This design comes from an exercise in tuning for a short achievable clock period and few clock cycles on the open sky130 flow, not from production work.
Where RTL was checked, it was by simulation tests only, not by an equivalence proof against the original.
No functional check of the RTL was part of run 1.
No activity file was given, so power comes from the tool's default toggle rates.

### flow/flow/run.sh
#!/bin/bash
set -euo pipefail
bash standard.sh SETUP_SLACK_MARGIN=6.8 finish > standard_flow.log 2>&1
### flow/standard.sh
#!/bin/bash
# synth_recipe.tcl (not shown) runs the flow's synth.tcl, then flattens the netlist and writes it again
# the make line also repeats each setting of config.mk as NAME=value (left out here)
make -C /OpenROAD-flow-scripts/flow DESIGN_CONFIG=/design/flow/config.mk WORK_HOME=/design/flow/orfs CLKGATE_MAP_FILE= SYNTH_SCRIPT=/design/flow/synth_recipe.tcl "${@:-finish}"
### flow/config.mk
export PLATFORM = sky130hd
export DESIGN_NAME = mips_core
export DESIGN_NICKNAME = mips_core
export VERILOG_FILES = /design/flow/design.v
export SDC_FILE = /design/flow/constraint.sdc
export NUM_CORES = 4
export LEC_CHECK = 0
export CAP_MARGIN = 20
export CORE_MARGIN = 2
export CORE_UTILIZATION = 40
export GPL_TIMING_DRIVEN = 1
export SLEW_MARGIN = 20
export SYNTH_HIERARCHICAL = 1
### flow/constraint.sdc
create_clock -name core_clock -period 11.5 [get_ports {clk}]
set_input_delay 2.3000 -clock core_clock [delete_from_list [all_inputs] [get_ports {clk}]]
set_output_delay 2.3000 -clock core_clock [all_outputs]
set_load 0.01 [all_outputs]
### flow/design.v
package mips_pkg;
    typedef logic [32-1:0] word_t;
    typedef logic [4:0]            reg_addr_t;
    typedef enum logic [5:0] {
        OP_RTYPE = 6'h00,
        OP_J     = 6'h02,
        OP_JAL   = 6'h03,
        OP_BEQ   = 6'h04,
        OP_ADDI  = 6'h08,
        OP_LW    = 6'h23,
        OP_SW    = 6'h2b
    } opcode_t;
    typedef enum logic [5:0] {
        FN_JR  = 6'h08,
        FN_ADD = 6'h20,
        FN_SUB = 6'h22,
        FN_AND = 6'h24,
        FN_OR  = 6'h25,
        FN_SLT = 6'h2a
    } funct_t;
    typedef enum logic [2:0] {
        ALU_ADD = 3'd0,
        ALU_SUB = 3'd1,
        ALU_AND = 3'd2,
        ALU_OR  = 3'd3,
        ALU_SLT = 3'd4
    } alu_op_t;
    typedef struct packed {
        opcode_t   opcode;
        reg_addr_t rs;
        reg_addr_t rt;
        reg_addr_t rd;
        logic [4:0] shamt;
        funct_t    funct;
    } r_fmt_t;
    typedef struct packed {
        opcode_t     opcode;
        reg_addr_t   rs;
        reg_addr_t   rt;
        logic [15:0] imm16;
    } i_fmt_t;
    typedef struct packed {
        opcode_t     opcode;
        logic [25:0] target26;
    } j_fmt_t;
    typedef union packed {
        r_fmt_t r_fmt;
        i_fmt_t i_fmt;
        j_fmt_t j_fmt;
    } instr_t;
endpackage
`timescale 1ns/1ps
module instr_decoder (
    input  mips_pkg::instr_t  instr,
    output logic              reg_write,   
    output logic [4:0]        dst,         
    output logic              alu_src,     
    output logic              mem_read,
    output logic              mem_write,
    output logic              branch,
    output logic              jump,        
    output logic              link,        
    output logic              jump_reg,    
    output logic              sel_sum,     
    output logic              sel_and,
    output logic              sel_or,
    output logic              sel_slt,
    output logic              sel_b,       
    output logic              invert_b,    
    output mips_pkg::word_t   imm_ext
);
    logic [5:0] op;
    logic [5:0] fn;
    logic       rtype;
    logic       r_add, r_sub, r_and, r_or, r_slt, r_jr;
    logic       i_addi, i_lw, i_sw, i_beq, i_j, i_jal;
    assign op = instr.r_fmt.opcode;
    assign fn = instr.r_fmt.funct;
    assign rtype  = (op == mips_pkg::OP_RTYPE);
    assign r_add  = rtype & (fn == mips_pkg::FN_ADD);
    assign r_sub  = rtype & (fn == mips_pkg::FN_SUB);
    assign r_and  = rtype & (fn == mips_pkg::FN_AND);
    assign r_or   = rtype & (fn == mips_pkg::FN_OR);
    assign r_slt  = rtype & (fn == mips_pkg::FN_SLT);
    assign r_jr   = rtype & (fn == mips_pkg::FN_JR);
    assign i_addi = (op == mips_pkg::OP_ADDI);
    assign i_lw   = (op == mips_pkg::OP_LW);
    assign i_sw   = (op == mips_pkg::OP_SW);
    assign i_beq  = (op == mips_pkg::OP_BEQ);
    assign i_j    = (op == mips_pkg::OP_J);
    assign i_jal  = (op == mips_pkg::OP_JAL);
    assign imm_ext = {{(32-16){instr.i_fmt.imm16[15]}}, instr.i_fmt.imm16};
    assign dst = i_jal ? 5'd31 :
                 rtype ? instr.r_fmt.rd : instr.r_fmt.rt;
    assign reg_write = (r_add | r_sub | r_and | r_or | r_slt | i_addi | i_lw | i_jal) & (dst != 5'd0);
    assign alu_src   = i_addi | i_lw | i_sw;
    assign mem_read  = i_lw;
    assign mem_write = i_sw;
    assign branch    = i_beq;
    assign jump      = i_j | i_jal;
    assign link      = i_jal;
    assign jump_reg  = r_jr;
    assign sel_sum   = r_add | r_sub | i_addi;
    assign sel_and   = r_and;
    assign sel_or    = r_or;
    assign sel_slt   = r_slt;
    assign sel_b     = i_jal;
    assign invert_b  = r_sub | r_slt;
endmodule
`timescale 1ns/1ps
module register_file (
    input  logic                clk,
    input  logic                rst_n,
    input  logic                we0,
    input  mips_pkg::reg_addr_t waddr0,
    input  mips_pkg::word_t     wdata0,
    input  logic                we1,
    input  mips_pkg::reg_addr_t waddr1,
    input  mips_pkg::word_t     wdata1,
    input  mips_pkg::reg_addr_t raddr1,
    input  mips_pkg::reg_addr_t raddr2,
    input  mips_pkg::reg_addr_t raddr3,
    input  mips_pkg::reg_addr_t raddr4,
    output mips_pkg::word_t     rdata1,
    output mips_pkg::word_t     rdata2,
    output mips_pkg::word_t     rdata3,
    output mips_pkg::word_t     rdata4,
    output logic                rzero1,
    output logic                rzero3
);
    logic [32-1:0] regs [1:32-1];
    always_ff @(posedge clk) begin
        for (int i = 1; i < 32; i++) begin
            if (rst_n) begin
                regs[i] <= '0;
            end else if (we1 && waddr1 == 5'(i)) begin
                regs[i] <= wdata1;
            end else if (we0 && waddr0 == 5'(i)) begin
                regs[i] <= wdata0;
            end
        end
    end
    always_comb begin
        rdata1 = '0;
        rdata2 = '0;
        rdata3 = '0;
        rdata4 = '0;
        rzero1 = 1'b1;
        rzero3 = 1'b1;
        for (int i = 1; i < 32; i++) begin
            if (raddr1 == 5'(i)) rdata1 = regs[i];
            if (raddr2 == 5'(i)) rdata2 = regs[i];
            if (raddr3 == 5'(i)) rdata3 = regs[i];
            if (raddr4 == 5'(i)) rdata4 = regs[i];
            if (raddr1 == 5'(i)) rzero1 = (regs[i] == '0);
            if (raddr3 == 5'(i)) rzero3 = (regs[i] == '0);
        end
    end
endmodule
`timescale 1ns/1ps
module alu (
    input  logic              sel_sum,
    input  logic              sel_and,
    input  logic              sel_or,
    input  logic              sel_slt,
    input  logic              sel_b,
    input  logic              sub,       
    input  mips_pkg::word_t   a_in,
    input  mips_pkg::word_t   b_in,
    output mips_pkg::word_t   result,
    output logic              result_zero    
);
    mips_pkg::word_t b_add;
    mips_pkg::word_t sum;
    logic            lt_signed;
    assign b_add = sub ? ~b_in : b_in;
    assign sum   = a_in + b_add + {31'd0, sub};
    assign lt_signed = (a_in[31] != b_in[31]) ? a_in[31] : sum[31];
    mips_pkg::word_t p;
    mips_pkg::word_t o;
    logic            sum_zero;
    logic            lt_fast;
    assign p        = a_in ^ b_add;
    assign o        = a_in | b_add;
    assign sum_zero = (p == {o[32-2:0], sub});
    assign lt_fast  = $signed(a_in) < $signed(b_in);
    assign result_zero = (!sel_sum || sum_zero)
                      && (!sel_and || (a_in & b_in) == '0)
                      && (!sel_or  || (a_in | b_in) == '0)
                      && (!sel_b   || b_in == '0)
                      && (!sel_slt || !lt_fast);
    assign result = ({32{sel_sum}} & sum)
                  | ({32{sel_and}} & (a_in & b_in))
                  | ({32{sel_or}}  & (a_in | b_in))
                  | ({32{sel_b}}   & b_in)
                  | {{(32-1){1'b0}}, sel_slt & lt_signed};
endmodule
module addr_adder (
    input  logic [8:0] base,
    input  logic [8:0] offset,
    output logic [6:0] addr
);
    logic [8:0] sum;
    assign sum  = base + offset;
    assign addr = sum[8:2];
endmodule
`timescale 1ns/1ps
module pc_unit (
    input  logic            clk,
    input  logic            rst_n,
    input  logic            redirect,        
    input  mips_pkg::word_t redirect_pc,
    input  logic            take0,           
    input  logic            jump0,           
    input  logic            link0,           
    input  logic            jr0,             
    input  logic [25:0]     target0,
    input  mips_pkg::word_t branch_target0,  
    input  logic            pair1,           
    input  logic            take1,           
    input  logic            jump1,
    input  logic            link1,
    input  logic            jr1,
    input  logic [25:0]     target1,
    input  mips_pkg::word_t branch_target1,  
    output mips_pkg::word_t pc,
    output mips_pkg::word_t pc_plus4,
    output mips_pkg::word_t pc_plus8,
    output mips_pkg::word_t ret_guess,       
    output logic            next_is_pc4,     
    output logic            next_is_pc8,     
    output logic            next_is_ret      
);
    mips_pkg::word_t pc_other;
    mips_pkg::word_t pc_next;
    pc_incr u_incr (
        .pc       (pc),
        .pc_plus4 (pc_plus4),
        .pc_plus8 (pc_plus8)
    );
    always_comb begin
        if (redirect) begin
            pc_other = redirect_pc;
        end else if (jump0) begin
            pc_other = {pc_plus4[32-1 -: 4], target0, 2'b00};
        end else if (jr0) begin
            pc_other = ret_guess;
        end else if (pair1 && jump1) begin
            pc_other = {pc_plus8[32-1 -: 4], target1, 2'b00};
        end else if (pair1 && jr1) begin
            pc_other = ret_guess;
        end else if (pair1) begin
            pc_other = pc_plus8;
        end else begin
            pc_other = pc_plus4;
        end
    end
    always_comb begin
        if (take0 && !redirect) begin
            pc_next = branch_target0;
        end else if (take1 && pair1) begin
            pc_next = branch_target1;
        end else begin
            pc_next = pc_other;
        end
    end
    assign next_is_pc4 = !redirect && !take0 && !jump0 && !jr0 && !pair1;
    assign next_is_pc8 = !redirect && !take0 && !jump0 && !jr0 && pair1 &&
                         !jump1 && !jr1 && !take1;
    assign next_is_ret = !redirect && (jr0 || (!take0 && !jump0 && pair1 && jr1));
    always_ff @(posedge clk) begin
        if (rst_n) begin
            pc        <= 32'h0000_0000;
            ret_guess <= '0;
        end else begin
            pc <= pc_next;
            if (link0 && !redirect) begin
                ret_guess <= pc_plus4;
            end else if (link1 && pair1) begin
                ret_guess <= pc_plus8;
            end
        end
    end
endmodule
module target_adder #(
    parameter int STEP = 4
) (
    input  mips_pkg::word_t pc,
    input  logic [15:0]     imm,
    output mips_pkg::word_t sum
);
    assign sum = pc + 32'(STEP) + {{(32-18){imm[15]}}, imm, 2'b00};
endmodule
module pc_incr (
    input  mips_pkg::word_t pc,
    output mips_pkg::word_t pc_plus4,
    output mips_pkg::word_t pc_plus8
);
    assign pc_plus4 = pc + 32'd4;
    assign pc_plus8 = pc + 32'd8;
endmodule
module icache #(
    parameter int IDX_W = 5
) (
    input  logic            clk,
    input  logic            rst_n,
    input  mips_pkg::word_t pc,             
    input  mips_pkg::word_t fetched,        
    input  mips_pkg::word_t ret_guess,
    input  logic            next_is_pc4,
    input  logic            next_is_pc8,
    input  logic            next_is_ret,
    output logic            hit1,           
    output mips_pkg::word_t data1
);
    localparam int N     = 1 << IDX_W;
    localparam int TAG_W = 32 - 2 - IDX_W + 2;
    logic [TAG_W-1:0] tags  [0:N-1];
    logic             valid [0:N-1];
    mips_pkg::word_t  words [0:N-1];
    logic             fill;
    mips_pkg::word_t  fill_pc;
    mips_pkg::word_t  fill_word;
    mips_pkg::word_t  fill_line;
    logic [IDX_W-1:0] fill_idx;
    logic [TAG_W-1:0] fill_tag;
    logic [IDX_W-1:0] look_idx;
    logic [IDX_W-1:0] look_idx4;
    logic [IDX_W-1:0] look_idx8;
    logic [TAG_W-1:0] look_tag;
    logic [IDX_W-1:0] ret_idx;
    logic [TAG_W-1:0] ret_tag;
    logic             ahead_hit4;
    mips_pkg::word_t  ahead_word4;
    logic             ahead_hit8;
    mips_pkg::word_t  ahead_word8;
    logic             ahead_hitr;
    mips_pkg::word_t  ahead_wordr;
    logic             sel4;
    logic             sel8;
    logic             selr;
    logic             hit4_q;
    mips_pkg::word_t  word4_q;
    logic             hit8_q;
    mips_pkg::word_t  word8_q;
    logic             hitr_q;
    mips_pkg::word_t  wordr_q;
    always_ff @(posedge clk) begin
        fill      <= !rst_n;
        fill_pc   <= pc;
        fill_word <= fetched;
    end
    assign fill_line = fill_pc - 32'd4;
    assign fill_idx  = fill_line[IDX_W+1:2];
    assign fill_tag  = {fill_line[32-1:IDX_W+2], fill_line[1:0]};
    always_ff @(posedge clk) begin
        for (int i = 0; i < N; i++) begin
            if (rst_n) begin
                valid[i] <= 1'b0;
            end else if (fill && fill_idx == IDX_W'(i)) begin
                valid[i] <= 1'b1;
            end
            if (fill && fill_idx == IDX_W'(i)) begin
                tags[i]  <= fill_tag;
                words[i] <= fill_word;
            end
        end
    end
    assign look_idx  = pc[IDX_W+1:2];
    assign look_idx4 = look_idx + IDX_W'(1);
    assign look_idx8 = look_idx + IDX_W'(2);
    assign look_tag  = {pc[32-1:IDX_W+2], pc[1:0]};
    assign ret_idx   = ret_guess[IDX_W+1:2];
    assign ret_tag   = {ret_guess[32-1:IDX_W+2], ret_guess[1:0]};
    always_comb begin
        ahead_hit4  = 1'b0;
        ahead_word4 = '0;
        ahead_hit8  = 1'b0;
        ahead_word8 = '0;
        ahead_hitr  = 1'b0;
        ahead_wordr = '0;
        for (int i = 0; i < N; i++) begin
            if (look_idx4 == IDX_W'(i)) begin
                ahead_hit4  = valid[i] && (tags[i] == look_tag);
                ahead_word4 = words[i];
            end
            if (look_idx8 == IDX_W'(i)) begin
                ahead_hit8  = valid[i] && (tags[i] == look_tag);
                ahead_word8 = words[i];
            end
            if (ret_idx == IDX_W'(i)) begin
                ahead_hitr  = valid[i] && (tags[i] == ret_tag);
                ahead_wordr = words[i];
            end
        end
        ahead_hit4 = ahead_hit4 && (look_idx4 != '0);
        ahead_hit8 = ahead_hit8 && (look_idx8 != '0) && (look_idx8 != IDX_W'(1));
    end
    always_ff @(posedge clk) begin
        if (rst_n) begin
            sel4 <= 1'b0;
            sel8 <= 1'b0;
            selr <= 1'b0;
        end else begin
            sel4 <= next_is_pc4;
            sel8 <= next_is_pc8;
            selr <= next_is_ret;
        end
        hit4_q  <= ahead_hit4;
        word4_q <= ahead_word4;
        hit8_q  <= ahead_hit8;
        word8_q <= ahead_word8;
        hitr_q  <= ahead_hitr;
        wordr_q <= ahead_wordr;
    end
    assign hit1  = (sel4 && hit4_q) || (sel8 && hit8_q) || (selr && hitr_q);
    assign data1 = sel4 ? word4_q : sel8 ? word8_q : wordr_q;
endmodule
`timescale 1ns/1ps
module mips_core (
    input  logic                     clk,
    input  logic                     rst_n,
    input  mips_pkg::word_t          ir,
    input  mips_pkg::word_t          read_data_mem,
    output mips_pkg::word_t          ir_addr,
    output logic                     cen,
    output logic                     wen,
    output logic                     oen,
    output logic [7-1:0] a,
    output mips_pkg::word_t          mem_wdata
);
    mips_pkg::instr_t    i0;
    mips_pkg::instr_t    i1;
    logic                next_is_pc4;
    logic                next_is_pc8;
    logic                next_is_ret;
    logic                hit1;
    logic            f0_we,  f1_we;
    logic [4:0]      f0_dst, f1_dst;
    logic            f0_alu_src, f1_alu_src;
    logic            f0_lw,  f1_lw;
    logic            f0_sw,  f1_sw;
    logic            f0_beq, f1_beq;
    logic            f0_jump, f1_jump;
    logic            f0_link, f1_link;
    logic            f0_jr,  f1_jr;
    logic            f0_sel_sum, f1_sel_sum;
    logic            f0_sel_and, f1_sel_and;
    logic            f0_sel_or,  f1_sel_or;
    logic            f0_sel_slt, f1_sel_slt;
    logic            f0_sel_b,   f1_sel_b;
    logic            f0_sub,     f1_sub;
    mips_pkg::word_t imm0, imm1;
    mips_pkg::word_t rf_rs0, rf_rt0, rf_rs1, rf_rt1;
    logic            rf_rs0_zero, rf_rs1_zero;
    mips_pkg::word_t rs0_data, rt0_data, rs1_data, rt1_data;
    logic            rs0_zero, rs1_zero;
    logic            w1_rs0, w0_rs0, w1_rt0, w0_rt0, w1_rs1, w0_rs1, w1_rt1, w0_rt1;
    mips_pkg::word_t b0_data, b1_data;
    mips_pkg::word_t pc;
    mips_pkg::word_t pc_plus4;
    mips_pkg::word_t pc_plus8;
    mips_pkg::word_t branch_target0;
    mips_pkg::word_t branch_target1;
    mips_pkg::word_t ret_guess;
    logic            f0_ctl, f1_ctl;
    logic            f0_mem, f1_mem;
    logic            f0_take, f1_take;
    logic            f0_guess, f1_guess;
    logic            f1_rs_used, f1_rt_used;
    logic            raw01;
    logic            pair1;
    logic            issue1;
    logic            redirect;
    mips_pkg::word_t redirect_pc;
    logic            x0_we,  x1_we;
    logic [4:0]      x0_dst, x1_dst;
    logic            x0_lw,  x1_lw;
    logic            x0_br,  x1_br;
    logic            x0_jr,  x1_jr;
    mips_pkg::word_t x0_pc4;
    logic [15:0]     x0_imm;
    logic            x0_sel_sum, x1_sel_sum;
    logic            x0_sel_and, x1_sel_and;
    logic            x0_sel_or,  x1_sel_or;
    logic            x0_sel_slt, x1_sel_slt;
    logic            x0_sel_b,   x1_sel_b;
    logic            x0_sub,     x1_sub;
    mips_pkg::word_t x0_a, x1_a;
    mips_pkg::word_t x0_b, x1_b;
    mips_pkg::word_t x0_target, x1_target;
    mips_pkg::word_t x0_alu, x1_alu;
    logic            x0_alu_zero, x1_alu_zero;
    mips_pkg::word_t x0_result, x1_result;
    logic            x0_result_zero, x1_result_zero;
    logic            x0_eq, x1_eq;
    logic            x_mem;
    logic            x_sw;
    logic [8:0]      x_ma;
    logic [8:0]      x_mb;
    mips_pkg::word_t x_st;
    logic [6:0]      x_addr;
    assign i0 = ir;
    icache u_icache (
        .clk         (clk),
        .rst_n       (rst_n),
        .pc          (pc),
        .fetched     (ir),
        .ret_guess   (ret_guess),
        .next_is_pc4 (next_is_pc4),
        .next_is_pc8 (next_is_pc8),
        .next_is_ret (next_is_ret),
        .hit1        (hit1),
        .data1       (i1)
    );
    instr_decoder u_dec0 (
        .instr     (i0),
        .reg_write (f0_we),
        .dst       (f0_dst),
        .alu_src   (f0_alu_src),
        .mem_read  (f0_lw),
        .mem_write (f0_sw),
        .branch    (f0_beq),
        .jump      (f0_jump),
        .link      (f0_link),
        .jump_reg  (f0_jr),
        .sel_sum   (f0_sel_sum),
        .sel_and   (f0_sel_and),
        .sel_or    (f0_sel_or),
        .sel_slt   (f0_sel_slt),
        .sel_b     (f0_sel_b),
        .invert_b  (f0_sub),
        .imm_ext   (imm0)
    );
    instr_decoder u_dec1 (
        .instr     (i1),
        .reg_write (f1_we),
        .dst       (f1_dst),
        .alu_src   (f1_alu_src),
        .mem_read  (f1_lw),
        .mem_write (f1_sw),
        .branch    (f1_beq),
        .jump      (f1_jump),
        .link      (f1_link),
        .jump_reg  (f1_jr),
        .sel_sum   (f1_sel_sum),
        .sel_and   (f1_sel_and),
        .sel_or    (f1_sel_or),
        .sel_slt   (f1_sel_slt),
        .sel_b     (f1_sel_b),
        .invert_b  (f1_sub),
        .imm_ext   (imm1)
    );
    register_file u_register_file (
        .clk    (clk),
        .rst_n  (rst_n),
        .we0    (x0_we),
        .waddr0 (x0_dst),
        .wdata0 (x0_result),
        .we1    (x1_we),
        .waddr1 (x1_dst),
        .wdata1 (x1_result),
        .raddr1 (i0.r_fmt.rs),
        .raddr2 (i0.r_fmt.rt),
        .raddr3 (i1.r_fmt.rs),
        .raddr4 (i1.r_fmt.rt),
        .rdata1 (rf_rs0),
        .rdata2 (rf_rt0),
        .rdata3 (rf_rs1),
        .rdata4 (rf_rt1),
        .rzero1 (rf_rs0_zero),
        .rzero3 (rf_rs1_zero)
    );
    assign w1_rs0 = x1_we && (x1_dst == i0.r_fmt.rs);
    assign w0_rs0 = x0_we && (x0_dst == i0.r_fmt.rs);
    assign w1_rt0 = x1_we && (x1_dst == i0.r_fmt.rt);
    assign w0_rt0 = x0_we && (x0_dst == i0.r_fmt.rt);
    assign w1_rs1 = x1_we && (x1_dst == i1.r_fmt.rs);
    assign w0_rs1 = x0_we && (x0_dst == i1.r_fmt.rs);
    assign w1_rt1 = x1_we && (x1_dst == i1.r_fmt.rt);
    assign w0_rt1 = x0_we && (x0_dst == i1.r_fmt.rt);
    assign rs0_data = w1_rs0 ? x1_result      : w0_rs0 ? x0_result      : rf_rs0;
    assign rt0_data = w1_rt0 ? x1_result      : w0_rt0 ? x0_result      : rf_rt0;
    assign rs1_data = w1_rs1 ? x1_result      : w0_rs1 ? x0_result      : rf_rs1;
    assign rt1_data = w1_rt1 ? x1_result      : w0_rt1 ? x0_result      : rf_rt1;
    assign rs0_zero = w1_rs0 ? x1_result_zero : w0_rs0 ? x0_result_zero : rf_rs0_zero;
    assign rs1_zero = w1_rs1 ? x1_result_zero : w0_rs1 ? x0_result_zero : rf_rs1_zero;
    always_comb begin
        if (f0_link)         b0_data = pc_plus4;
        else if (f0_jr)      b0_data = ret_guess;
        else if (f0_alu_src) b0_data = imm0;
        else                 b0_data = rt0_data;
        if (f1_link)         b1_data = pc_plus8;
        else if (f1_jr)      b1_data = ret_guess;
        else if (f1_alu_src) b1_data = imm1;
        else                 b1_data = rt1_data;
    end
    assign f0_take  = f0_beq && ((i0.r_fmt.rs == i0.r_fmt.rt) || (i0.r_fmt.rt == 5'd0 && rs0_zero));
    assign f0_guess = f0_beq && (i0.r_fmt.rs != i0.r_fmt.rt) && (i0.r_fmt.rt != 5'd0);
    assign f1_take  = f1_beq && ((i1.r_fmt.rs == i1.r_fmt.rt) || (i1.r_fmt.rt == 5'd0 && rs1_zero));
    assign f1_guess = f1_beq && (i1.r_fmt.rs != i1.r_fmt.rt) && (i1.r_fmt.rt != 5'd0);
    assign f0_ctl = f0_guess | f0_jump | f0_jr;
    assign f0_mem = f0_lw | f0_sw;
    assign f1_mem = f1_lw | f1_sw;
    assign f1_rs_used = !f1_jump;
    assign f1_rt_used = (i1.r_fmt.opcode == mips_pkg::OP_RTYPE) || f1_sw || f1_beq;
    assign raw01  = f0_we && ((f1_rs_used && f0_dst == i1.r_fmt.rs) ||
                              (f1_rt_used && f0_dst == i1.r_fmt.rt));
    assign pair1  = hit1 && !f0_ctl && !(f0_mem && f1_mem) && !raw01 && !redirect;
    assign issue1 = pair1 && !f0_take;
    pc_unit u_pc_unit (
        .clk            (clk),
        .rst_n          (rst_n),
        .redirect       (redirect),
        .redirect_pc    (redirect_pc),
        .take0          (f0_take),
        .jump0          (f0_jump),
        .link0          (f0_link),
        .jr0            (f0_jr),
        .target0        (i0.j_fmt.target26),
        .branch_target0 (branch_target0),
        .pair1          (pair1),
        .take1          (f1_take),
        .jump1          (f1_jump),
        .link1          (f1_link),
        .jr1            (f1_jr),
        .target1        (i1.j_fmt.target26),
        .branch_target1 (branch_target1),
        .pc             (pc),
        .pc_plus4       (pc_plus4),
        .pc_plus8       (pc_plus8),
        .ret_guess      (ret_guess),
        .next_is_pc4    (next_is_pc4),
        .next_is_pc8    (next_is_pc8),
        .next_is_ret    (next_is_ret)
    );
    target_adder #(.STEP(4)) u_target0 (
        .pc  (pc),
        .imm (imm0[15:0]),
        .sum (branch_target0)
    );
    target_adder #(.STEP(8)) u_target1 (
        .pc  (pc),
        .imm (imm1[15:0]),
        .sum (branch_target1)
    );
    assign ir_addr = pc;
    assign x0_eq       = (x0_a == x0_b);
    assign x1_eq       = (x1_a == x1_b);
    assign x0_target   = x0_pc4 + {{(32-18){x0_imm[15]}}, x0_imm, 2'b00};
    assign redirect    = (x0_br && x0_eq) || (x0_jr && !x0_eq) ||
                         (x1_br && x1_eq) || (x1_jr && !x1_eq);
    assign redirect_pc = (x0_br || x0_jr) ? (x0_jr ? x0_a : x0_target) :
                                                       (x1_jr ? x1_a : x1_target);
    always_ff @(posedge clk) begin
        if (rst_n || redirect) begin
            x0_we <= 1'b0;
            x0_lw <= 1'b0;
            x0_br <= 1'b0;
            x0_jr <= 1'b0;
            x_mem <= 1'b0;
            x_sw  <= 1'b0;
        end else begin
            x0_we <= f0_we;
            x0_lw <= f0_lw;
            x0_br <= f0_guess;
            x0_jr <= f0_jr;
            x_mem <= f0_mem || (issue1 && f1_mem);
            x_sw  <= f0_sw || (issue1 && f1_sw);
        end
        if (rst_n || !issue1) begin
            x1_we <= 1'b0;
            x1_lw <= 1'b0;
            x1_br <= 1'b0;
            x1_jr <= 1'b0;
        end else begin
            x1_we <= f1_we;
            x1_lw <= f1_lw;
            x1_br <= f1_guess;
            x1_jr <= f1_jr;
        end
        x0_dst     <= f0_dst;
        x0_sel_sum <= f0_sel_sum;
        x0_sel_and <= f0_sel_and;
        x0_sel_or  <= f0_sel_or;
        x0_sel_slt <= f0_sel_slt;
        x0_sel_b   <= f0_sel_b;
        x0_sub     <= f0_sub;
        x0_a       <= rs0_data;
        x0_b       <= b0_data;
        x0_pc4     <= pc_plus4;
        x0_imm     <= imm0[15:0];
        x1_dst     <= f1_dst;
        x1_sel_sum <= f1_sel_sum;
        x1_sel_and <= f1_sel_and;
        x1_sel_or  <= f1_sel_or;
        x1_sel_slt <= f1_sel_slt;
        x1_sel_b   <= f1_sel_b;
        x1_sub     <= f1_sub;
        x1_a       <= rs1_data;
        x1_b       <= b1_data;
        x1_target  <= branch_target1;
        if (f0_mem) begin
            x_ma <= rs0_data[8:0];
            x_mb <= imm0[8:0];
            x_st <= rt0_data;
        end else begin
            x_ma <= rs1_data[8:0];
            x_mb <= imm1[8:0];
            x_st <= rt1_data;
        end
    end
    alu u_alu0 (
        .sel_sum (x0_sel_sum),
        .sel_and (x0_sel_and),
        .sel_or  (x0_sel_or),
        .sel_slt (x0_sel_slt),
        .sel_b   (x0_sel_b),
        .sub     (x0_sub),
        .a_in    (x0_a),
        .b_in    (x0_b),
        .result      (x0_alu),
        .result_zero (x0_alu_zero)
    );
    alu u_alu1 (
        .sel_sum (x1_sel_sum),
        .sel_and (x1_sel_and),
        .sel_or  (x1_sel_or),
        .sel_slt (x1_sel_slt),
        .sel_b   (x1_sel_b),
        .sub     (x1_sub),
        .a_in    (x1_a),
        .b_in    (x1_b),
        .result      (x1_alu),
        .result_zero (x1_alu_zero)
    );
    assign x0_result      = x0_lw ? read_data_mem : x0_alu;
    assign x1_result      = x1_lw ? read_data_mem : x1_alu;
    assign x0_result_zero = x0_lw ? (read_data_mem == '0) : x0_alu_zero;
    assign x1_result_zero = x1_lw ? (read_data_mem == '0) : x1_alu_zero;
    addr_adder u_addr (
        .base   (x_ma),
        .offset (x_mb),
        .addr   (x_addr)
    );
    assign cen       = ~(x_mem & ~rst_n);
    assign wen       = ~(x_sw & ~rst_n);
    assign oen       = 1'b0;
    assign a         = x_addr;
    assign mem_wdata = x_st;
endmodule
==> results of run 1 <==
[cell type report]
class / instances / area (um2)
Multi-Input combinational cell: 17900 / 138000
Tap cell: 7452 / 9320
Clock buffer: 520 / 10800
Clock inverter: 207 / 2450
Antenna cell: 128 / 320
Timing Repair Buffer: 2295 / 24900
Inverter: 363 / 1480
Sequential cell: 3433 / 88000
Fill cell: 51200 / 281000
[per-stage QoR]
step	area, um2	std cells
6_report	275000	32300
5_1_grt	275000	32200
4_1_cts	266000	31800
3_5_place_dp	236000	30400
3_3_place_gp	236000	30400
2_1_floorplan	223000	23800
[per-layer routing]
layer	GRT usage, %	vias to the layer above
met1	65.8	121000
met5	1.09	-
li1	-	92000
met3	24.3	8085
met4	48.5	133
met2	73.6	26200
[cell usage after synthesis (45+ instances only)]
library cell	instances	share of area [%]
nor2_1	2340	3.9
o2bb2ai_1	47	0.18
a221oi_1	321	1.3
nor3_1	291	0.65
dfxtp_1	1545	14
nor4_1	594	1.7
and3_1	86	0.24
a222oi_1	157	0.71
a221o_1	104	0.47
xor2_1	737	2.9
a22oi_1	615	2.1
buf_1	239	0.40
xnor2_1	1455	5.7
nand4_1	598	1.7
nand2_1	1232	2.1
clkbuf_1	1313	2.2
o211ai_1	87	0.29
o21ai_1	162	0.36
o22a_1	51	0.20
edfxtp_1	1888	25
nand3_1	327	0.73
a211oi_1	1171	3.9
a311oi_1	45	0.18
a22o_1	88	0.35
a21o_1	123	0.41
o22ai_1	757	2.1
mux2_2	305	1.5
nor2b_1	88	0.25
inv_1	351	0.59
a21oi_1	1214	2.7
buf_2	451	1.0
ha_1	467	2.6
nand2b_1	65	0.18
a2bb2oi_1	45	0.18
mux4_2	87	0.88
a211o_1	48	0.19
o31ai_1	50	0.17
o21a_1	57	0.19
o21ai_0	1135	2.6
a31oi_1	166	0.47
o221ai_1	194	0.76
buf_4	107	0.36
mux2i_1	1821	8.2
[logic make-up after synthesis]
logic type / count (synthesis) / synth area share [%]
DFF: 3433 / 39.3
buffers and inverters: 2488 / 4.66
AOI/OAI and AO/OA: 7047 / 21.5
muxes: 2218 / 10.6
adders and majority gates: 472 / 2.67
xor gates and xnor gates: 2192 / 8.62
other: 1 / 0.00168
and+or+nand+nor: 5929 / 12.5
[Yosys stat by module (local to each module, per instance), excerpt]
module	flops+latches	copies in the design	area, um2	cells inside
alu	0	2	5380	731
mips_core	290	1	16200	1623
register_file	992	1	78100	10200
pc_unit	64	1	4130	546
icache	2087	1	107000	9093
instr_decoder	0	2	573	88
pc_incr	0	1	1070	160
addr_adder	0	1	313	36
[report_power, final]
part | leakage (uW) | internal (uW) | switching (uW)
clock | 0.00645 | 7340 | 5970
sequential | 0.0297 | 13600 | 865
combinational | 0.0628 | 3910 | 8550
total | 0.0990 | 24800 | 15400
[worst min path at each step]
stage | slack, ps | cells past startpoint | startpoint | end
6_report | 500 | 1 | u_icache.valid[15]$_SDFFE_PP0P_ | u_icache.valid[15]$_SDFFE_PP0P_
3_5_place_dp | 490 | 1 | u_icache.valid[15]$_SDFFE_PP0P_ | u_icache.valid[15]$_SDFFE_PP0P_
2_1_floorplan | 430 | 0 | u_pc_unit.pc[11]$_SDFF_PP0_ | u_icache.fill_pc[11]$_DFF_P_
4_1_cts | 490 | 2 | u_icache.words[27][28]$_DFFE_PP_ | u_icache.word4_q[28]$_DFF_P_
5_1_grt | 520 | 1 | u_icache.valid[15]$_SDFFE_PP0P_ | u_icache.valid[15]$_SDFFE_PP0P_
3_3_place_gp | 480 | 1 | u_icache.valid[15]$_SDFFE_PP0P_ | u_icache.valid[15]$_SDFFE_PP0P_
[worst reg2reg max path: cells and delay by family, from the launching register on]
family | cells | cell delay, ps
simple gates | 9 | 3150
compound gates | 7 | 1600
flops | 1 | 600
buf+inv | 1 | 210
[what timing repair did]
action / CTS / global route
endpoints found under the setup margin: 1176 / 763
resized for setup: 1963 / 1209
buffers inserted: 571 / 298
cloned: 70 / 37
pin swaps: 301 / 606
[cell usage in the layout (no fill, tap or decap), types with 424 or more instances in the layout]
cell,netlist,layout
nand2_1,1232,1073
o21ai_0,1135,971
dfxtp_1,1545,1414
a211oi_1,1171,1067
xor2_1,737,692
buf_4,107,1535
clkbuf_16,0,424
o22ai_1,757,720
a21oi_1,1214,1074
nand4_1,598,598
xnor2_1,1455,1420
edfxtp_1,1888,1888
nor2_1,2340,2070
nor4_1,594,557
mux2i_1,1821,1746
a22oi_1,615,570
==> reports/results.tsv, run 1 <==
metric	value	unit
row cnt	274	
htree depth	5	
synthesis-stage register bit count	3433	
final setup fails	0	
Vias/cell	7.66	
Mapped Nets	24300	
clk_skew	124	ps
Max Cap Violations	1	
area grow syn2layout	23.4	%
Max stage delay cell, worst path	nand4_1	
CTS tree	yes	
Critical Path Stages	17	
cell area after synthesis	223000	um2
I/O Buffers	138	
Core ar.	556000	um2
drt total wl	1640000	um
Worst-Margin Slew	1640	ps
met3 WL post-DR	255000	um
total track usage	54.9	%
CP Capture Type	flip-flop	
hold slack	500	ps
Longest Clk Path Bufs	4	
DRT iter0 DRCs	51300	
Antenna Nets Post-Route	0	
Setup TNS	0	ps
GPL Wtd Cong	1.10	
synth warn	14	
initial core utilization	40.1	%
largest net degree at the start of global routing	180	
Avg WL per Cell	50.8	um
global-route wire length before repair	2110000	um
fin crit period	5610	ps
share of layout cells above drive strength 1	20.9	%
worst vdd ir	154	uV
average size of a mapped cell	9.37	um2
R2R cell count	17	
# nets final	24900	
cell family with most CP delay	simple AND/OR/NAND/NOR gates	
Top reg by flops	u_icache.words	
number of buffers created by CTS	394	
EDFF count, synth	1888	
Startpoint Class	flip-flop	
register area share after synthesis	39.3	%
PD cells	146	nW/um2
total congestion overflow	0	
Ports	140	
Critical Path Source	u_register_file.regs[6][21]$_SDFFE_PP0P_	
routed vias	247000	
Final Power	40200	uW
WP buf/inv	1	
Util after Layout	49.5	%
Tcrit/Tclk final	48.8	%
RSZ-0062 raised after global routing	yes	
Worst Path Required	12540	ps
DRC viols	0	
Leak	0.0990	uW
Setup CP Type	reg -> reg	
Post-synth top flop	edfxtp_1	
Slew HR	-10.8	%
R2R Setup Slk	5890	ps
FMAX	0.178	GHz
Slew Limit Fails	3	
top layer in use	met5	
status	failed layout checks	
initial antenna violation count	176	
fin worst setup slack	5890	ps
die footprint	563000	um2
CTS sink count	3433	
met1 wire length	566000	um
clock slew at reported path FFs	60	ps
HPWL after DPL	1080000	um
Post-CTS Hold Buffers	0	
Hold Crit Class	reg -> reg	
clk root buf	clkbuf_16	
SO Viols	max-capacitance violations, max-slew violations	
vias in the first global route	222000	
Synth cell types	137	
Worst R2R End	u_pc_unit.pc[3]$_SDFF_PP0_	
DRT Pass-1 Iters	22	
Critical Path AT	6650	ps
Hold Vio Cnt, Final	0	
routed wl met2	620000	um
Largest regs	u_icache.words x1024, u_register_file.regs x992, u_icache.tags x864	
pre-CTS WS	3200	ps
max reg flops	1024	
Setup crit end	u_pc_unit.pc[3]$_SDFF_PP0_	
CP max stage delay	730	ps
Die X	750	um
Worst Path Max Fanout	14	
CP cell instances	nor4_2 > nand4_1 > nor2_1 > o21ai_1 > or4_4 > a2111oi_4 > buf_4 > nor2_4 > o21ai_4 > nor2_2 > a211oi_2 > a21oi_4 > nor3_2 > o21a_2 > and2_4 > nand2_4 > o221a_2	
Reg2Reg Launch Point	u_register_file.regs[6][21]$_SDFFE_PP0P_	
ys async rst share	0	%
Worst-Skew Late Latency	1190	ps
DIE HEIGHT	750	um
cell count after synthesis	23800	
==> run 2: changes to the inputs <==
--- a/flow/design.v
+++ b/flow/design.v
@@ -471,5 +471,4 @@
     logic            raw01;
     logic            pair1;
-    logic            issue1;
     logic            redirect;
     mips_pkg::word_t redirect_pc;
@@ -497,4 +496,7 @@
     logic            x_mem;
     logic            x_sw;
+    logic            x0_mem, x0_sw;
+    logic            x1_we_p, x1_lw_p, x1_br_p, x1_jr_p, x1_mem_p, x1_sw_p;
+    logic            x1_live;
     logic [8:0]      x_ma;
     logic [8:0]      x_mb;
@@ -608,5 +610,4 @@
                               (f1_rt_used && f0_dst == i1.r_fmt.rt));
     assign pair1  = hit1 && !f0_ctl && !(f0_mem && f1_mem) && !raw01 && !redirect;
-    assign issue1 = pair1 && !f0_take;
     pc_unit u_pc_unit (
         .clk            (clk),
@@ -659,6 +660,6 @@
             x0_br <= 1'b0;
             x0_jr <= 1'b0;
-            x_mem <= 1'b0;
-            x_sw  <= 1'b0;
+            x0_mem <= 1'b0;
+            x0_sw  <= 1'b0;
         end else begin
             x0_we <= f0_we;
@@ -666,18 +667,23 @@
             x0_br <= f0_guess;
             x0_jr <= f0_jr;
-            x_mem <= f0_mem || (issue1 && f1_mem);
-            x_sw  <= f0_sw || (issue1 && f1_sw);
+            x0_mem <= f0_mem;
+            x0_sw  <= f0_sw;
         end
-        if (rst_n || !issue1) begin
-            x1_we <= 1'b0;
-            x1_lw <= 1'b0;
-            x1_br <= 1'b0;
-            x1_jr <= 1'b0;
+        if (rst_n || !pair1) begin
+            x1_we_p  <= 1'b0;
+            x1_lw_p  <= 1'b0;
+            x1_br_p  <= 1'b0;
+            x1_jr_p  <= 1'b0;
+            x1_mem_p <= 1'b0;
+            x1_sw_p  <= 1'b0;
         end else begin
-            x1_we <= f1_we;
-            x1_lw <= f1_lw;
-            x1_br <= f1_guess;
-            x1_jr <= f1_jr;
+            x1_we_p  <= f1_we;
+            x1_lw_p  <= f1_lw;
+            x1_br_p  <= f1_guess;
+            x1_jr_p  <= f1_jr;
+            x1_mem_p <= f1_mem;
+            x1_sw_p  <= f1_sw;
         end
+        x1_live <= !f0_take;
         x0_dst     <= f0_dst;
         x0_sel_sum <= f0_sel_sum;
@@ -711,4 +717,10 @@
         end
     end
+    assign x1_we = x1_we_p && x1_live;
+    assign x1_lw = x1_lw_p && x1_live;
+    assign x1_br = x1_br_p && x1_live;
+    assign x1_jr = x1_jr_p && x1_live;
+    assign x_mem = x0_mem || (x1_mem_p && x1_live);
+    assign x_sw  = x0_sw || (x1_sw_p && x1_live);
     alu u_alu0 (
         .sel_sum (x0_sel_sum),
==> run 2 against run 1 <==
The run now finishes clean. Critical path depth is 5 lower. Non-clock buffer count is 117 lower. Die area hardly changed. Maximum frequency is 2.6% lower.
==> reports/results.tsv, run 2 <==
metric	value	unit	change
final setup fails	0		unchanged
# nets final	24900		+0.14%
commonest non-fill, non-tap cells in the layout	nor2_1 (2116), edfxtp_1 (1888), mux2i_1 (1552), buf_4 (1477), xnor2_1 (1436)		
Setup TNS	0	ps	unchanged
R2R cell count	12		-5
register area share after synthesis	39.4	%	+0.062 points
die footprint	562000	um2	about the same
max reg flops	1024		unchanged
CP max stage delay	960	ps	+230 ps
HPWL after DPL	1130000	um	+4.4%
drt total wl	1680000	um	+2.6%
routed vias	252000		+1.8%
vias in the first global route	225000		+1.1%
Largest regs	u_icache.words x1024, u_register_file.regs x992, u_icache.tags x864		
Worst Path Max Fanout	28		+14
number of buffers created by CTS	395		+0.25%
FMAX	0.174	GHz	-2.6%
htree depth	5		unchanged
average size of a mapped cell	9.29	um2	-0.83%
Setup CP Type	reg -> reg		
Fill cells	51400		+0.44%
status	finished clean		
Top reg by flops	u_icache.words		
Hold Crit Depth	2		+1
Final Power	40500	uW	+0.70%
synthesis-stage register bit count	3436		+0.087%
Worst-Margin Slew	1440	ps	-204 ps
DIE HEIGHT	750	um	about the same
CP cell instances	buf_4 > buf_6 > nor3_1 > nand2_2 > nor2_1 > a31oi_1 > a221oi_1 > a21oi_1 > a221oi_1 > nand4_1 > nand2_1 > a41oi_1		
GPL Wtd Cong	1.11		+0.86%
Core ar.	553000	um2	-0.43%
Vias/cell	7.82		+2.1%
area taken by multi-input logic gates	136000	um2	-0.85%
Hold Vio Cnt, Final	0		unchanged
clk root buf	clkbuf_16		
CP Capture Type	flip-flop		
fin crit period	5760	ps	+151 ps
clock slew at reported path FFs	60	ps	about the same
Max Cap Violations	0		-1
fin worst setup slack	5740	ps	-151 ps
placed cells	30500		+0.062%
Worst R2R End	u_icache.word4_q[4]$_DFF_P_		
Startpoint Class	flip-flop		
Most common cell on crit path	a221oi_1		
DRC viols	0		unchanged
clk_skew	119	ps	-4.97 ps
Reg2Reg Launch Point	u_pc_unit.pc[5]$_SDFF_PP0_		
Slew HR	3.68	%	+14 points
ys async rst share	0	%	unchanged
Antenna Nets Post-Route	0		unchanged
Hold Crit Class	reg -> reg		
I/O Buffers	138		unchanged
pre-CTS WS	2580	ps	-623 ps
PD cells	149	nW/um2	+1.7%
largest net degree at the start of global routing	182		+1.1%
register area	88000	um2	about the same
cell family with most CP delay	simple AND/OR/NAND/NOR gates		
Longest Clk Path Bufs	4		unchanged
largest area contributor in the netlist	edfxtp_1		
total congestion overflow	0		unchanged
initial antenna violation count	215		+22%
Leak	0.0984	uW	-0.59%
Die X	750	um	about the same
CTS sink count	3436		+0.087%
Post-CTS Hold Buffers	0		unchanged
R2R Setup Slk	5740	ps	-150 ps
Worst Path Required	12500	ps	-40 ps
Post-synth top flop	edfxtp_1		
Ports	140		unchanged
share of layout cells above drive strength 1	19.6	%	-1.3 points
cell area after synthesis	223000	um2	about the same
Worst-Skew Late Latency	1210	ps	+20 ps
Worst Min Path Start	u_icache.valid[2]$_SDFFE_PP0P_		
most common cell in the synthesized netlist	nor2_1		
row cnt	273		-0.36%
DRT iter0 DRCs	52100		+1.7%
total track usage	56.5	%	+1.6 points
Critical Path AT	6760	ps	+110 ps
top-area cell type share of the netlist area	25.5	%	about the same
Post-synth top cells	nor2_1 (2321), edfxtp_1 (1888), mux2i_1 (1629)		
WP buf/inv	2		+1
initial core utilization	40.2	%	+0.14 points
Tcrit/Tclk final	50.1	%	+1.3 points
cell count after synthesis	24000		+0.75%
hold path endpoint	u_icache.valid[2]$_SDFFE_PP0P_		
CTS tree	yes		
Slew Limit Fails	0		-3
EDFF count, synth	1888		unchanged
RSZ-0062 raised after global routing	yes		
Avg WL per Cell	52.3	um	+2.9%
synth top area cells	edfxtp_1 (25%), dfxtp_1 (14%), mux2i_1 (7.3%), xnor2_1 (5.7%), a211oi_1 (3.9%)		
area grow syn2layout	22.2	%	
Mapped Nets	24500		+0.73%
DRT Pass-1 Iters	20		-9.1%
most common cell after layout, fill and taps aside	nor2_1		
worst vdd ir	139	uV	-9.6%
global-route wire length before repair	2160000	um	+2.5%
Synth cell types	141		+2.9%
Post-Layout Cell Count	32200		-0.26%
synth warn	14		unchanged
Max stage delay cell, worst path	a221oi_1		
[run 2: logic make-up after synthesis]
kind of cell / after synthesis / synth area share, %
compound gates: 7280 / 22.3
simple gates: 6086 / 12.9
flops: 3436 / 39.4
buf+inv: 2540 / 4.76
xor+xnor: 2192 / 8.63
mux: 1951 / 9.40
fa+ha+maj: 472 / 2.67
other cells: 1 / 0.00168
[run 2: worst register-to-register path: stages, from the launching register on]
cell and delay, ps:
dfxtp_4 380, buf_4 230, buf_6 240, nor3_1 820, nand2_2 630, nor2_1 240, a31oi_1 70, a221oi_1 240
a21oi_1 110, a221oi_1 960, nand4_1 800, nand2_1 680, a41oi_1 200
[run 2: worst max-delay path by stage]
stage,slack (ps),endpoint,startpoint,cells after the start
global route,6060,u_pc_unit.pc[29]$_SDFF_PP0_,ir[25],21
CTS,6160,u_pc_unit.pc[7]$_SDFF_PP0_,ir[24],20
global placement,2590,u_pc_unit.pc[29]$_SDFF_PP0_,ir[24],20
floorplan,5850,u_pc_unit.pc[23]$_SDFF_PP0_,ir[23],22
detailed placement,2580,u_pc_unit.pc[29]$_SDFF_PP0_,ir[24],20
finish,5740,u_icache.word4_q[4]$_DFF_P_,u_pc_unit.pc[5]$_SDFF_PP0_,12
[run 2: per-layer routing]
metal	track usage, %	part of all wire [%]	vias up
li1	-	-	92600
met1	65.0	33	123000
met2	77.1	38	27200
met3	24.5	15	9188
met4	54.8	13	136
met5	1.54	0.14	-
[run 2: cell type report]
cell class                 count  share of cell area [%]
clock buffer                 555                    4.20
tap                         7287                    3.35
timing repair buffer        2178                    8.40
sequential                  3436                    32.4
antenna                      165                   0.152
timing repair inverter         1                 0.00230
inverter                     391                   0.591
clock inverter               184                   0.774
multi-input combinational  18000                    50.2
[run 2: what timing repair did]
item / 4_1_cts / 5_1_grt
pin swaps: 278 / 458
setup endpoints to repair: 1210 / 905
gates cloned: 54 / 31
gates resized for setup: 1821 / 1056
buffers inserted: 417 / 314
[run 2: Yosys stat by module (local to each module, per instance), excerpt]
| module | flip-flops and latches | cells |
|---|---|---|
| icache | 2087 | 9093 |
| register_file | 992 | 10200 |
| mips_core | 293 | 1801 |
| alu | 0 | 731 |
| pc_unit | 64 | 546 |
| pc_incr | 0 | 160 |
| instr_decoder | 0 | 88 |
| addr_adder | 0 | 36 |
[run 2: where the power goes]
part           switching [uW]  internal, uW  leakage [uW]
Sequential                878         13600        0.0297
Clock                    6050          7540       0.00662
Combinational            8680          3770        0.0621
Total                   15600         24900        0.0984
[run 2: per-stage QoR]
step	hold slack (ps)	utilization (%)	instance area (um2)
final	504	49.2	272000
after global routing	528	49.1	272000
after CTS	502	47.5	263000
after detailed placement	490	42.6	236000
after global placement	486	42.6	236000
after floorplan	432	-	223000
Testbench counts of run 2, summed over its fixed seeds: cycles 24,047.
==> run 3: changes to the inputs <==
--- a/flow/config.mk
+++ b/flow/config.mk
@@ -6,8 +6,8 @@
 export NUM_CORES = 4
 export LEC_CHECK = 0
-export CAP_MARGIN = 20
+export CAP_MARGIN = 40
 export CORE_MARGIN = 2
 export CORE_UTILIZATION = 40
 export GPL_TIMING_DRIVEN = 1
-export SLEW_MARGIN = 20
+export SLEW_MARGIN = 40
 export SYNTH_HIERARCHICAL = 1
==> run 3 against run 2 <==
Area after synthesis is the same. Utilization is essentially flat. Global-route usage shrank 0.056 points. Hold slack gained 7.0 ps. Clock power is essentially flat. First-iteration DRC count grew 0.14%. Die area is the same. Register-to-register slack gained 250 ps. Critical path type unchanged. Largest cell class unchanged.
==> reports/results.tsv, run 3 <==
metric	value	unit	change
DIE HEIGHT	750	um	unchanged
FMAX	0.182	GHz	+4.6%
Ports	140		unchanged
Worst-Margin Slew	1090	ps	-350 ps
Hold Crit Class	reg -> reg		
synth warn	14		unchanged
Util after Layout	49.1	%	about the same
Critical Path AT	6570	ps	-190 ps
I/O Buffers	138		unchanged
average size of a mapped cell	9.29	um2	unchanged
initial core utilization	40.2	%	unchanged
Startpoint Class	flip-flop		
commonest non-fill, non-tap cells in the layout	nor2_1 (2124), edfxtp_1 (1888), mux2i_1 (1558), dfxtp_1 (1436), xnor2_1 (1427)		
Slew Limit Fails	0		unchanged
HPWL after DPL	1130000	um	+0.29%
vias in the first global route	225000		+0.029%
worst vdd ir	149	uV	+7.4%
Max Cap Violations	0		unchanged
Longest Clk Path Bufs	4		unchanged
Leak	0.0983	uW	about the same
Post-synth top flop	edfxtp_1		
CP cell instances	buf_12 > mux2i_1 > o21ai_4 > buf_8 > nor3b_4 > buf_4 > nand2_1 > o21ai_0 > a2111oi_4 > nor2_4 > o21ai_4 > mux2_4 > mux2i_4 > o21ai_2 > buf_4 > buf_4 > nand2_4 > nand2_8 > buf_12 > a211o_1 > o221a_1		
largest net degree at the start of global routing	182		unchanged
drt total wl	1680000	um	-0.31%
cell count after synthesis	24000		unchanged
number of buffers created by CTS	390		-1.3%
Fill cells	51300		-0.24%
PD cells	148	nW/um2	-0.50%
die footprint	562000	um2	unchanged
clk root buf	clkbuf_16		
EDFF count, synth	1888		unchanged
Most common cell on crit path	buf_4		
Largest regs	u_icache.words x1024, u_register_file.regs x992, u_icache.tags x864		
largest area contributor in the netlist	edfxtp_1		
most common cell after layout, fill and taps aside	nor2_1		
Synth cell types	141		unchanged
total track usage	56.5	%	about the same
Core ar.	553000	um2	unchanged
synthesis-stage register bit count	3436		unchanged
Avg WL per Cell	52.1	um	-0.27%
area grow syn2layout	22.1	%	about the same
top-area cell type share of the netlist area	25.5	%	unchanged
global-route wire length before repair	2160000	um	about the same
register area share after synthesis	39.4	%	unchanged
cell family with most CP delay	compound AO/OA/AOI/OAI gates		
Setup CP Type	reg -> reg		
row cnt	273		unchanged
Vias/cell	7.83		about the same
CTS tree	yes		
WP buf/inv	6		+4
status	finished clean		
Die X	750	um	unchanged
DRC viols	0		unchanged
Top reg by flops	u_icache.words		
CTS sink count	3436		unchanged
max reg flops	1024		unchanged
Antenna Nets Post-Route	0		unchanged
routed vias	252000		+0.0056%
GPL Wtd Cong	1.11		unchanged
CP Capture Type	flip-flop		
Worst Path Max Fanout	19		-32%
# nets final	24900		-0.084%
cell area after layout	272000	um2	about the same
fin crit period	5500	ps	-254 ps
Tcrit/Tclk final	47.9	%	-2.2 points
Worst Path Required	12560	ps	+60 ps
DRT Pass-1 Iters	17		-15%
synth top area cells	edfxtp_1 (25%), dfxtp_1 (14%), mux2i_1 (7.3%), xnor2_1 (5.7%), a211oi_1 (3.9%)		
Placed Instance Area	237000	um2	+0.75%
cell area after synthesis	223000	um2	unchanged
Worst-Skew Late Latency	1200	ps	about the same
htree depth	5		unchanged
initial antenna violation count	194		-9.8%
ys async rst share	0	%	unchanged
Hold Vio Cnt, Final	0		unchanged
clk_skew	144	ps	+25.1 ps
total congestion overflow	0		unchanged
share of layout cells above drive strength 1	19.7	%	+0.043 points
final setup fails	0		unchanged
Setup TNS	0	ps	unchanged
clock slew at reported path FFs	60	ps	about the same
DRT iter0 DRCs	52200		+0.14%
most common cell in the synthesized netlist	nor2_1		
CP max stage delay	500	ps	-460 ps
Mapped Nets	24500		unchanged
Post-CTS Hold Buffers	0		unchanged
Slew HR	27.0	%	+23 points
Max stage delay cell, worst path	o21ai_0		
RSZ-0062 raised after global routing	yes		
Post-synth top cells	nor2_1 (2321), edfxtp_1 (1888), mux2i_1 (1629)		
run 3: cell counts after synthesis:
No cell type changed its count.
run 3: cell families (layout without fill, tap and decap cells):
family,after synthesis,count (layout),share of synthesized area [%]
other cells,1,178,0.00168
fa+ha+maj,472,472,2.67
mux,1951,1951,9.40
flops,3436,3436,39.4
xor+xnor,2192,2192,8.63
compound gates,7280,7280,22.3
buf+inv,2540,3291,4.76
simple gates,6086,6091,12.9
run 3: cell type report:
type	instances	area, um2	share of cell area [%]
diodes	177	443	0.163
clock buffers	511	10900	4.01
clock inverters	221	2390	0.880
inverters	391	1630	0.601
multi-input cells	18000	136000	50.1
flip-flops and latches	3436	88000	32.4
well taps	7287	9120	3.35
repair buffers	2167	23100	8.49
repair inverters	1	6.26	0.00230
run 3: power by group:
group	internal, uW	total [uW]	leakage, uW	switching [uW]
logic	3770	12400	0.0621	8640
registers	13600	14400	0.0297	883
clock network	7340	13400	0.00649	6070
run 3: worst paths after layout:
| check | start | cells past startpoint | slack (ps) | to |
|---|---|---|---|---|
| setup / recovery | u_icache.sel8$_SDFF_PP0_ | 21 | 6000 | u_pc_unit.pc[25]$_SDFF_PP0_ |
| hold / removal | u_icache.valid[11]$_SDFFE_PP0P_ | 2 | 510 | u_icache.valid[11]$_SDFFE_PP0P_ |
| setup reg to reg | u_icache.sel8$_SDFF_PP0_ | 21 | 6000 | u_pc_unit.pc[25]$_SDFF_PP0_ |
| hold reg to reg | u_icache.valid[11]$_SDFFE_PP0P_ | 2 | 510 | u_icache.valid[11]$_SDFFE_PP0P_ |
run 3: metrics by stage:
step                      hold slack, ps  total power [uW]  setup slack [ps]  std cells
after global routing                 524             40300              6090      32000
after detailed placement             495             24200              2560      30500
after CTS                            505             38300              6140      31700
after global placement               486             24100              2590      30500
final                                511             40300              6000      32200
after floorplan                      432             18800              5850      24000
run 3: tightest hold or removal path, stage by stage (launching register included):
cell and delay, ps:
dfxtp_1 320, nor2_1 100, nor2_1 40
run 3: repair_timing:
action	in CTS	in global routing
endpoints found under the hold margin	0	0
resized for setup	1721	877
endpoints found under the setup margin	1103	1005
cloned	52	25
buffers inserted	396	247
pin swaps	262	401
run 3: per-module statistics from Yosys (local to each module, per instance), excerpt:
module         cell area, um2  flip-flops and latches
pc_unit                  4130                      64
icache                 107000                    2087
pc_incr                  1070                       0
alu                      5380                       0
register_file           78100                     992
mips_core               16000                     293
instr_decoder             573                       0
addr_adder                313                       0
run 3: metal layers:
metal	GRT usage (%)	vias to the layer above	wire, um
met2	77.2	27100	643000
met3	24.1	9339	255000
met5	1.73	-	1840
li1	-	92400	-
met4	54.3	106	219000
met1	65.2	123000	559000

port drivers added, routing unchanged:
The results above use ideal ports. As a check the final layouts listed here were re-extracted and re-timed, cells and wires unchanged.
Step 1, drivers: a clkbuf_16 drives clk and a buf_2 each remaining input, both assumed.
Step 2 also shifts input and output timing later by t, the mid clock arrival at the registers, as if the neighbouring blocks saw the same clock.
a / b / c = ideal / step 1 / step 2; a / b = the first two.
| run | t, ns | setup WS [ns] | worst setup path at the end | worst data-port slew with drivers (ns) |
|---|---|---|---|---|
| run 1 | 1.248 | 5.892 / 5.741 / 4.493 | input to register | 0.60 |
| run 2 | 1.287 | 5.741 / 5.741 / 4.526 | input to register | 0.49 |
| run 3 | 1.282 | 5.996 / 5.808 / 4.526 | input to register | 0.52 |
For run 3, which loses most, drivers alone change the setup slack by -0.188 ns; drivers and shift together by -1.470 ns.
